From an optimization exercise on the open Yosys and OpenROAD flow, aimed at small area; shortcuts taken in it are not production practice. The RTL was checked by simulation tests, not by an equivalence proof against the original design. Power and IR drop assume default switching activity.

## job 101
==> flow/design.v (excerpt) <==
module iot_filter_param #(
    parameter int IN_W  = 8,
    parameter int BEATS = 16,
    parameter int WORDS = 8
) (
    input  logic                     clk,
    input  logic                     rst,
    input  logic                     in_en,
    input  logic [IN_W-1:0]          iot_in,
    input  logic [2:0]               fn_sel,
    input  logic [IN_W*BEATS-1:0]    lo_bound,
    input  logic [IN_W*BEATS-1:0]    hi_bound,
    output logic                     busy,
    output logic                     valid,
    output logic [IN_W*BEATS-1:0]    iot_out
);
For scale: roughly 1800 cells after synthesis, roughly 430 flip-flops, roughly 400 I/O pins, roughly 20000 µm² of cells after synthesis.
==> flow/config.mk <==
export PLATFORM = sky130hd
export DESIGN_NAME = iot_filter_param
export DESIGN_NICKNAME = iot_filter_param
export VERILOG_FILES = /design/flow/design.v
export SDC_FILE = /design/flow/constraint.sdc
export NUM_CORES = 4
export LEC_CHECK = 0
export ABC_AREA = 1
export CAP_MARGIN = 20
export CORE_MARGIN = 2
export CORE_UTILIZATION = 40
export CTS_BUF_LIST = sky130_fd_sc_hd__clkbuf_4
export PLACE_DENSITY = 0.6
export SLEW_MARGIN = 20
==> flow/constraint.sdc <==
create_clock -name core_clock -period 11.0 [get_ports {clk}]
set_input_delay 2.2000 -clock core_clock [delete_from_list [all_inputs] [get_ports {clk}]]
set_output_delay 2.2000 -clock core_clock [all_outputs]
set_load 0.01 [all_outputs]
standard.sh (not shown) runs the stock make flow with config.mk's settings and CLKGATE_MAP_FILE= SYNTH_SCRIPT=/design/flow/synth_recipe.tcl, a recipe that flattens the netlist after the stock synthesis.
==> flow/flow/run.sh <==
#!/bin/bash
# Standard ORFS layout (the standard.sh), with the port buffers that ORFS's
# buffer_ports inserts on every input and output made with the smallest buffer cell.
set -euo pipefail
export BUFFER_PORTS_ARGS="-buffer_cell sky130_fd_sc_hd__buf_1"
export CTS_ARGS="-sink_clustering_enable -repair_clock_nets -buf_list sky130_fd_sc_hd__clkbuf_4 -dont_use_dummy_load"
bash standard.sh > standard.log 2>&1
Job 101 reached the end of the flow, and the finished layout is clean on the timing, DRC and antenna checks.
Modified inputs, job 102 compared to job 101
- a deleted CTS_BUF_LIST that had been sky130_fd_sc_hd__clkbuf_4
==> flow/flow/run.sh <==
#!/bin/bash
# Standard ORFS layout (the standard.sh) with the smallest buffer cell on the ports
# and a clock tree without dummy loads.
set -euo pipefail
export BUFFER_PORTS_ARGS="-buffer_cell sky130_fd_sc_hd__buf_1"
export CTS_ARGS="-sink_clustering_enable -repair_clock_nets -buf_list sky130_fd_sc_hd__clkbuf_4 -sink_clustering_size 10 -sink_clustering_max_diameter 60 -dont_use_dummy_load"
bash standard.sh > standard.log 2>&1
--- outcome ---
- Job 102 closes out successfully: all stages finished, all timing, DRC and antenna checks passed.
- Job 102 vs. job 101: clock latency on the worst-skew pair lost 90 ps, via count lost about 2.6%, fmax picked up an extra 0.0015 GHz, total number of cells along the worst setup path picked up an extra about 24%.
- Total power shrinks by a little under 10% when moving from job 101 to job 102.
- Setup slack of the critical path after layout up 70 ps in job 102 wrt job 101
- [compare] base=job 101 new=job 102: clock distribution area overhead in the final layout now sits lower; routed wire length now sits lower.
Inputs modified between job 102 and job 103:
==> flow/run.sh (new file) <==
#!/bin/bash
# synth_recipe.tcl (not shown) runs the flow's synth.tcl, then flattens the netlist and writes it again
# the make line also repeats each setting of config.mk as NAME=value (left out here)
make -C /OpenROAD-flow-scripts/flow DESIGN_CONFIG=/design/flow/config.mk WORK_HOME=/design/flow/orfs CLKGATE_MAP_FILE= SYNTH_SCRIPT=/design/flow/synth_recipe.tcl finish
removed: flow/flow/run.sh
removed: flow/standard.sh
## What came out
- The core utilization number comes out lower for job 102 vs job 103.
- On ratio of routed vias to standard cells, job 102 and job 103 are basically level.
- Setup WNS job 102 -> job 103: worse
- [compare] base=job 102 new=job 103: share of cells above drive strength 1 went up; leakage power summed over all cells up 0.0015 µW.
- Slew at the pin closest to its max-slew limit delta for job 103 relative to job 102: 110 ps lower
- Changes observed in job 103 relative to job 102: hold slack -16 ps, sequential cell count ~0 delta, layout-stage area growth over the synthesis result +18 points, design area +about 16%, post-detailed-placement cell area +11%.
For job 104, these inputs were changed with respect to job 103:
- CTS_BUF_LIST: unset -> sky130_fd_sc_hd__clkbuf_4
==> flow/flow/run.sh (new file) <==
#!/bin/bash
# Standard ORFS layout (the standard.sh), with the port buffers that ORFS's
# buffer_ports inserts on every input and output made with the smallest buffer cell.
set -euo pipefail
export BUFFER_PORTS_ARGS="-buffer_cell sky130_fd_sc_hd__buf_1"
bash standard.sh > standard.log 2>&1
==> flow/standard.sh (new file) <==
#!/bin/bash
# synth_recipe.tcl (not shown) runs the flow's synth.tcl, then flattens the netlist and writes it again
# the make line also repeats each setting of config.mk as NAME=value (left out here)
make -C /OpenROAD-flow-scripts/flow DESIGN_CONFIG=/design/flow/config.mk WORK_HOME=/design/flow/orfs CLKGATE_MAP_FILE= SYNTH_SCRIPT=/design/flow/synth_recipe.tcl "${@:-finish}"
removed: flow/run.sh
--- outcome ---
Job 104 did not stop at any stage, and its layout met the timing, DRC and antenna checks. Looking only at overall routed net length, and setting everything else aside, the higher value of job 103 and job 104 goes to job 103. From job 103 to job 104 the numbers moved as follows: minimum clock period fell by 90 ps, first-pass GRT wire length fell by 2.0%, cell area fell by 9.6%. The routed via count reported for job 104 is greater than that of job 103 by 428.

========
## quartz
Another version of the RTL of iot_filter_param (not shown whole).
Size in the first run: roughly 1300 cells after synthesis, ~430 flip-flops, roughly 400 I/O pins, ~0.017 sq mm of cells after synthesis.
// iot_filter_param
module iot_filter_param #(
    parameter int IN_W  = 8,
    parameter int BEATS = 16,
    parameter int WORDS = 8
) (
    input  logic                     clk,
    input  logic                     rst,
    input  logic                     in_en,
    input  logic [IN_W-1:0]          iot_in,
    input  logic [2:0]               fn_sel,
    input  logic [IN_W*BEATS-1:0]    lo_bound,
    input  logic [IN_W*BEATS-1:0]    hi_bound,
    output logic                     busy,
    output logic                     valid,
    output logic [IN_W*BEATS-1:0]    iot_out
);
Settings: LEC_CHECK=0, ABC_AREA=1, CAP_MARGIN=0, CORE_MARGIN=2, CORE_UTILIZATION=40, PLACE_DENSITY=0.6, SLEW_MARGIN=0; clock period 11.0 ns.
==> flow/flow/run.sh <==
#!/bin/bash
# The standard ORFS layout (standard.sh, which keeps each step's log under
# orfs/logs/), with three changes:
#  - synthesis maps all the logic with the area-oriented ABC script in
#    flow/abc_area.script (run from a copy of ORFS's scripts folder; nothing else in it
#    differs), without first mapping adders to the platform's full/half adder cells
#    (ADDER_MAP_FILE empty); registers are mapped exactly as in the standard flow;
#  - buffer_ports puts the smallest buffer cell on every input and output port;
#  - the clock tree uses clkbuf_4 buffers on clusters of up to 10 registers and no
#    dummy loads.
set -euo pipefail
rm -rf orfs_scripts
cp -rp "$FLOW_HOME/scripts" orfs_scripts
cp flow/abc_area.script orfs_scripts/abc_area.script
ADDER_MAP_FILE= SCRIPTS_DIR="$PWD/orfs_scripts" bash standard.sh synth > standard_synth.log 2>&1
export BUFFER_PORTS_ARGS="-buffer_cell sky130_fd_sc_hd__buf_1"
export CTS_ARGS="-sink_clustering_enable -repair_clock_nets -buf_list sky130_fd_sc_hd__clkbuf_4 -sink_clustering_size 10 -sink_clustering_max_diameter 50 -dont_use_dummy_load"
bash standard.sh > standard.log 2>&1
==> flow/flow/abc_area.script <==
strash
&get -n
&fraig -x
&put
scorr
dc2
dretime
strash
dch -f
amap -m
mfs3 -ae
topo
quartz: done, clean on timing, DRC and antenna
The inputs of ember differ from those of quartz as listed below.
--- a/flow/flow/run.sh
+++ b/flow/flow/run.sh
@@ -3,6 +3,4 @@
 # orfs/logs/), with three changes:
-#  - synthesis maps all the logic with the area-oriented ABC script in
-#    flow/abc_area.script (run from a copy of ORFS's scripts folder; nothing else in it
-#    differs), without first mapping adders to the platform's full/half adder cells
-#    (ADDER_MAP_FILE empty); registers are mapped exactly as in the standard flow;
+#  - synthesis maps the logic with the area-oriented ABC script in flow/abc_area.script
+#    (run from a copy of ORFS's scripts folder; nothing else in it differs);
 #  - buffer_ports puts the smallest buffer cell on every input and output port;
### Flow results
ember completed every stage of the flow, and the final layout passed the timing, DRC and antenna checks.
Diff ember..quartz | clock edge transition at the registers on the reported setup and hold paths | negligible
Reported for ember and quartz, cell count after synthesis turned out identical to the last digit.
Comparing ember against quartz, there is no change at all in fraction of standard cell area in multi-input logic.
From quartz to ember, total chip power did not move at all.
In terms of initial core utilization, ember and quartz differ only marginally.

========
## job 5437
Another version of the RTL of iot_filter_param (not shown whole).
Size: roughly 1400 cells after synthesis, roughly 420 flip-flops, roughly 400 I/O pins.
export LEC_CHECK = 0
export ABC_AREA = 0
export ABC_CLOCK_PERIOD_IN_PS = 30000
export CAP_MARGIN = 20
export CORE_MARGIN = 2
export CORE_UTILIZATION = 40
export PLACE_DENSITY = 0.6
export SLEW_MARGIN = 20
create_clock -name core_clock -period 11.0 [get_ports {clk}]
==> flow/flow/run.sh <==
#!/bin/bash
# Standard ORFS layout (the standard.sh) with the smallest buffer cell on the ports
# and a clock tree without dummy loads.
set -euo pipefail
export BUFFER_PORTS_ARGS="-buffer_cell sky130_fd_sc_hd__buf_1"
export CTS_ARGS="-sink_clustering_enable -repair_clock_nets -buf_list sky130_fd_sc_hd__clkbuf_8 -sink_clustering_size 16 -sink_clustering_max_diameter 80 -dont_use_dummy_load"
bash standard.sh > standard.log 2>&1
Job 5437 reached the final stage; the timing, DRC and antenna checks on its layout passed.
The following lists how job 8293 was set up differently from job 5437:
# job 5437
export LEC_CHECK = 0
export ABC_AREA = 0
export ABC_CLOCK_PERIOD_IN_PS = 30000
export CAP_MARGIN = 20
export CORE_MARGIN = 2
export CORE_UTILIZATION = 40
export PLACE_DENSITY = 0.6
export SLEW_MARGIN = 20
create_clock -name core_clock -period 11.0 [get_ports {clk}]
# job 8293
export LEC_CHECK = 0
export ABC_AREA = 1
export CAP_MARGIN = 0
export CORE_MARGIN = 2
export CORE_UTILIZATION = 40
export PLACE_DENSITY = 0.6
export SLEW_MARGIN = 0
create_clock -name core_clock -period 11.0 [get_ports {clk}]
==> flow/flow/run.sh <==
#!/bin/bash
# The standard ORFS layout (standard.sh, which keeps each step's log under
# orfs/logs/), with three changes:
#  - synthesis maps the logic with the area-oriented ABC script in flow/abc_area.script
#    (run from a copy of ORFS's scripts folder; nothing else in it differs);
#  - buffer_ports puts the smallest buffer cell on every input and output port;
#  - the clock tree uses clkbuf_8 buffers on clusters of up to 16 registers and no
#    dummy loads.
set -euo pipefail
rm -rf orfs_scripts
cp -rp "$FLOW_HOME/scripts" orfs_scripts
cp flow/abc_area.script orfs_scripts/abc_area.script
SCRIPTS_DIR="$PWD/orfs_scripts" bash standard.sh synth > standard_synth.log 2>&1
export BUFFER_PORTS_ARGS="-buffer_cell sky130_fd_sc_hd__buf_1"
export CTS_ARGS="-sink_clustering_enable -repair_clock_nets -buf_list sky130_fd_sc_hd__clkbuf_4 -sink_clustering_size 10 -sink_clustering_max_diameter 50 -dont_use_dummy_load"
bash standard.sh > standard.log 2>&1
==> flow/flow/abc_area.script (new file) <==
strash
&get -n
&fraig -x
&put
scorr
dc2
dretime
strash
dch -f
amap -m
mfs3 -ae
topo
--- outcome ---
Job 8293 went all the way through synthesis, placement and routing and the layout is clean on timing, DRC and antenna. NOTE: fraction of area in registers in job 8293 exceeds that of job 5437. Summary — post-route worst setup slack, job 8293 relative to job 5437: lower, by 2.74 ns. Side by side, depth of the critical timing path with buffers and inverters included turned out higher in job 8293 than in job 5437.
Setup changes, job 8293 to job 7519
# job 8293
export LEC_CHECK = 0
export ABC_AREA = 1
export CAP_MARGIN = 0
export CORE_MARGIN = 2
export CORE_UTILIZATION = 40
export PLACE_DENSITY = 0.6
export SLEW_MARGIN = 0
create_clock -name core_clock -period 11.0 [get_ports {clk}]
# job 7519
export LEC_CHECK = 0
export ABC_AREA = 1
export CAP_MARGIN = 0
export CORE_MARGIN = 2
export CORE_UTILIZATION = 60
export PLACE_DENSITY = 0.75
export SLEW_MARGIN = 0
create_clock -name core_clock -period 11.0 [get_ports {clk}]
--- a/flow/flow/run.sh
+++ b/flow/flow/run.sh
@@ -6,3 +6,3 @@
 #  - buffer_ports puts the smallest buffer cell on every input and output port;
-#  - the clock tree uses clkbuf_8 buffers on clusters of up to 16 registers and no
+#  - the clock tree uses clkbuf_4 buffers on clusters of up to 10 registers and no
 #    dummy loads.
==> summary.txt <==
On achievable clock frequency, job 8293 and job 7519 are basically level. Compared with job 8293, job 7519 ends up with a smaller final cell area. Relative to job 8293, fraction of standard cell area in multi-input logic increased by 0.34 points in job 7519. Cells: job 7519 has fewer instances than job 8293. Job 7519 vs job 8293: global-route wire length before repair down by a few percent.

========
Setup of exp/harbor:
iot_filter_param again, from the RTL that the note above started with.
export LEC_CHECK = 0
export ABC_AREA = 1
export CAP_MARGIN = 0
export CORE_MARGIN = 2
export CORE_UTILIZATION = 40
export PLACE_DENSITY = 0.6
export SLEW_MARGIN = 0
create_clock -name core_clock -period 11.0 [get_ports {clk}]
==> flow/flow/run.sh <==
#!/bin/bash
# The standard ORFS layout (standard.sh, which keeps each step's log under
# orfs/logs/), with three changes:
#  - synthesis maps the logic with the area-oriented ABC script in flow/abc_area.script
#    (run from a copy of ORFS's scripts folder; nothing else in it differs);
#  - buffer_ports puts the smallest buffer cell on every input and output port;
#  - the clock tree uses clkbuf_8 buffers on clusters of up to 16 registers and no
#    dummy loads.
set -euo pipefail
rm -rf orfs_scripts
cp -rp "$FLOW_HOME/scripts" orfs_scripts
cp flow/abc_area.script orfs_scripts/abc_area.script
SCRIPTS_DIR="$PWD/orfs_scripts" bash standard.sh synth > standard_synth.log 2>&1
export BUFFER_PORTS_ARGS="-buffer_cell sky130_fd_sc_hd__buf_1"
export CTS_ARGS="-sink_clustering_enable -repair_clock_nets -buf_list sky130_fd_sc_hd__clkbuf_8 -sink_clustering_size 16 -sink_clustering_max_diameter 80 -dont_use_dummy_load"
bash standard.sh > standard.log 2>&1
==> flow/flow/abc_area.script <==
strash
&get -n
&fraig -x
&put
scorr
dc2
dretime
strash
dch -f
amap
topo
exp/harbor finished every step from synthesis to the final layout, and the layout passed the timing, DRC and antenna checks.
What exp/delta does differently from exp/harbor at the input level:
# exp/harbor
export LEC_CHECK = 0
export ABC_AREA = 1
export CAP_MARGIN = 0
export CORE_MARGIN = 2
export CORE_UTILIZATION = 40
export PLACE_DENSITY = 0.6
export SLEW_MARGIN = 0
create_clock -name core_clock -period 11.0 [get_ports {clk}]
# exp/delta
export LEC_CHECK = 0
export ABC_AREA = 1
export ABC_CLOCK_PERIOD_IN_PS = 30000
export CAP_MARGIN = 20
export CORE_MARGIN = 2
export CORE_UTILIZATION = 40
export PLACE_DENSITY = 0.6
export SLEW_MARGIN = 20
create_clock -name core_clock -period 11.0 [get_ports {clk}]
==> flow/flow/run.sh <==
#!/bin/bash
# Standard ORFS layout (the standard.sh) with the smallest buffer cell on the ports
# and a clock tree without dummy loads.
set -euo pipefail
export BUFFER_PORTS_ARGS="-buffer_cell sky130_fd_sc_hd__buf_1"
export CTS_ARGS="-sink_clustering_enable -repair_clock_nets -buf_list sky130_fd_sc_hd__clkbuf_8 -sink_clustering_size 16 -sink_clustering_max_diameter 80 -dont_use_dummy_load"
bash standard.sh > standard.log 2>&1
removed: flow/flow/abc_area.script
==> comparison <==
- Ratio of routed vias to standard cells, exp/delta and exp/harbor, higher one = exp/harbor.
- When exp/delta is measured against exp/harbor, its post-route minimum period turns out 2.88 ns lower.
- Comparing exp/delta and exp/harbor, the higher final clock period utilization by the worst path is on exp/harbor.
- Clock buffer count in the final layout was lower in the run labelled exp/delta.
- Compared with exp/harbor, die extent in y in exp/delta increased by a few percent.
- exp/delta -> exp/harbor: number of buffers added to fix hold violations after cts delta 0, exact match
- In the metrics for exp/delta and exp/harbor, the one carrying the higher final hold slack is exp/harbor.
- Compared with exp/harbor, exp/delta shows sum of routed wire length over all layers higher by 1600 um.
Inputs modified between exp/delta and exp/lagoon:
# exp/delta
export LEC_CHECK = 0
export ABC_AREA = 1
export ABC_CLOCK_PERIOD_IN_PS = 30000
export CAP_MARGIN = 20
export CORE_MARGIN = 2
export CORE_UTILIZATION = 40
export PLACE_DENSITY = 0.6
export SLEW_MARGIN = 20
create_clock -name core_clock -period 11.0 [get_ports {clk}]
# exp/lagoon
export LEC_CHECK = 0
export ABC_AREA = 1
export CAP_MARGIN = 20
export CORE_MARGIN = 2
export CORE_UTILIZATION = 40
export PLACE_DENSITY = 0.6
export SLEW_MARGIN = 20
create_clock -name core_clock -period 11.0 [get_ports {clk}]
==> flow/flow/run.sh <==
#!/bin/bash
# The standard ORFS layout (standard.sh, which keeps each step's log under
# orfs/logs/), with three changes:
#  - synthesis maps the logic with the area-oriented ABC script in flow/abc_area.script
#    (run from a copy of ORFS's scripts folder; nothing else in it differs);
#  - buffer_ports puts the smallest buffer cell on every input and output port;
#  - the clock tree uses clkbuf_8 buffers on clusters of up to 16 registers and no
#    dummy loads.
set -euo pipefail
rm -rf orfs_scripts
cp -rp "$FLOW_HOME/scripts" orfs_scripts
cp flow/abc_area.script orfs_scripts/abc_area.script
SCRIPTS_DIR="$PWD/orfs_scripts" bash standard.sh synth > standard_synth.log 2>&1
export BUFFER_PORTS_ARGS="-buffer_cell sky130_fd_sc_hd__buf_1"
export CTS_ARGS="-sink_clustering_enable -repair_clock_nets -buf_list sky130_fd_sc_hd__clkbuf_8 -sink_clustering_size 16 -sink_clustering_max_diameter 80 -dont_use_dummy_load"
bash standard.sh > standard.log 2>&1
==> flow/flow/abc_area.script (new file) <==
strash
&get -n
&fraig -x
&put
scorr
dc2
dretime
strash
dch -f
amap
topo
### Flow results
Compare exp/delta and exp/lagoon | area added between synthesis and finish higher: exp/lagoon
exp/lagoon: placeable core area 0.0032 mm2 below exp/delta
exp/lagoon vs exp/delta, gate count of the mapped netlist went down by 407.
Compared with exp/delta, row count in exp/lagoon decreased by a few percent.
Relative to exp/delta, overall die area has decreased by about 5.6% in exp/lagoon.
On cell area: exp/lagoon sits below exp/delta.
Relative to exp/lagoon, the following input files were edited for exp/tundra:
# exp/lagoon
export LEC_CHECK = 0
export ABC_AREA = 1
export CAP_MARGIN = 20
export CORE_MARGIN = 2
export CORE_UTILIZATION = 40
export PLACE_DENSITY = 0.6
export SLEW_MARGIN = 20
create_clock -name core_clock -period 11.0 [get_ports {clk}]
# exp/tundra
export LEC_CHECK = 0
export ABC_AREA = 1
export CAP_MARGIN = 0
export CORE_MARGIN = 2
export CORE_UTILIZATION = 40
export PLACE_DENSITY = 0.6
export SLEW_MARGIN = 0
create_clock -name core_clock -period 11.0 [get_ports {clk}]
==> flow/flow/run.sh <==
#!/bin/bash
# The standard ORFS layout (standard.sh, which keeps each step's log under
# orfs/logs/), with three changes:
#  - synthesis maps the logic with the area-oriented ABC script in flow/abc_area.script
#    (run from a copy of ORFS's scripts folder; nothing else in it differs);
#  - buffer_ports puts the smallest buffer cell on every input and output port;
#  - the clock tree uses clkbuf_4 buffers on clusters of up to 10 registers and no
#    dummy loads.
set -euo pipefail
rm -rf orfs_scripts
cp -rp "$FLOW_HOME/scripts" orfs_scripts
cp flow/abc_area.script orfs_scripts/abc_area.script
ADDER_MAP_FILE= SCRIPTS_DIR="$PWD/orfs_scripts" bash standard.sh synth > standard_synth.log 2>&1
export BUFFER_PORTS_ARGS="-buffer_cell sky130_fd_sc_hd__buf_1"
export CTS_ARGS="-sink_clustering_enable -repair_clock_nets -buf_list sky130_fd_sc_hd__clkbuf_4 -sink_clustering_size 10 -sink_clustering_max_diameter 50 -dont_use_dummy_load"
bash standard.sh > standard.log 2>&1
==> flow/flow/abc_area.script <==
strash
&get -n
&fraig -x
&put
scorr
dc2
dretime
strash
dch -f
amap -m
mfs3 -ae
topo
[summary]
- | exp/tundra | all stages done | FAIL | negative setup slack |
- Summary of the comparison: arrival time at the worst endpoint is higher in exp/tundra, relative to exp/lagoon.
- Relative to exp/lagoon, clock period minus worst slack increased by 5.77 ns in exp/tundra.
- [compare] base=exp/lagoon new=exp/tundra: count of clock-buffer cells in the layout went up by 50%; overall routed net length went up by 7.2%.
- Looking at exp/tundra and exp/lagoon, the wire length on met1 is a wash.
- For exp/tundra, the worst-path cell with the longest stage delay was sky130_fd_sc_hd__edfxtp_1, unlike exp/lagoon, where it was sky130_fd_sc_hd__fa_1.

## port drivers added, routing unchanged
The results above use ideal ports. As a check the final layouts listed here were re-extracted and re-timed, cells and wires unchanged.
Step 1 (the two cells are an assumption about what drives the block):
set clk [get_ports {clk}]
set_driving_cell -lib_cell sky130_fd_sc_hd__clkbuf_16 $clk
set_driving_cell -lib_cell sky130_fd_sc_hd__buf_2 [delete_from_list [all_inputs] $clk]
Step 2 times the ports against the registers' clock, not the clock port: input delays grow and output delays shrink by t, the midpoint of the rising clock arrivals with the driver on.
Three values: ideal ports, drivers, drivers and shift; two values: the first two.
run	t, ns	slack for setup (ns)	hold slack, ns	latest minus earliest clock arrival (ns)	pins driven straight from the clock port
job 101	0.897	4.218 / 4.162 / 5.059	0.415 / 0.415 / 0.415	0.173 / 0.173	1
job 102	0.834	4.288 / 4.232 / 5.065	0.469 / 0.469 / 0.469	0.135 / 0.135	1
job 103	0.638	4.096 / 4.039 / 4.677	0.453 / 0.453 / 0.453	0.019 / 0.020	1
job 104	0.950	4.186 / 4.132 / 5.081	0.454 / 0.454 / 0.454	0.078 / 0.077	1
quartz	0.829	0.946 / 0.894 / 1.722	0.466 / 0.466 / 0.466	0.153 / 0.153	1
ember	0.829	0.946 / 0.894 / 1.722	0.466 / 0.466 / 0.466	0.153 / 0.153	1
job 5437	0.631	3.677 / 3.622 / 4.254	0.487 / 0.487 / 0.487	0.087 / 0.087	1
job 8293	0.800	0.938 / 0.886 / 1.687	0.446 / 0.446 / 0.446	0.123 / 0.123	1
job 7519	0.729	0.958 / 0.911 / 1.640	0.445 / 0.445 / 0.445	0.116 / 0.116	1
exp/harbor	0.625	0.929 / 0.880 / 1.504	0.472 / 0.472 / 0.472	0.044 / 0.043	1
exp/delta	0.639	3.809 / 3.758 / 4.397	0.456 / 0.456 / 0.456	0.086 / 0.086	1
exp/lagoon	0.627	0.937 / 0.887 / 1.514	0.473 / 0.473 / 0.473	0.047 / 0.048	1
exp/tundra	0.838	-4.829 / -4.883 / -4.046	0.480 / 0.480 / 0.480	0.107 / 0.107	1
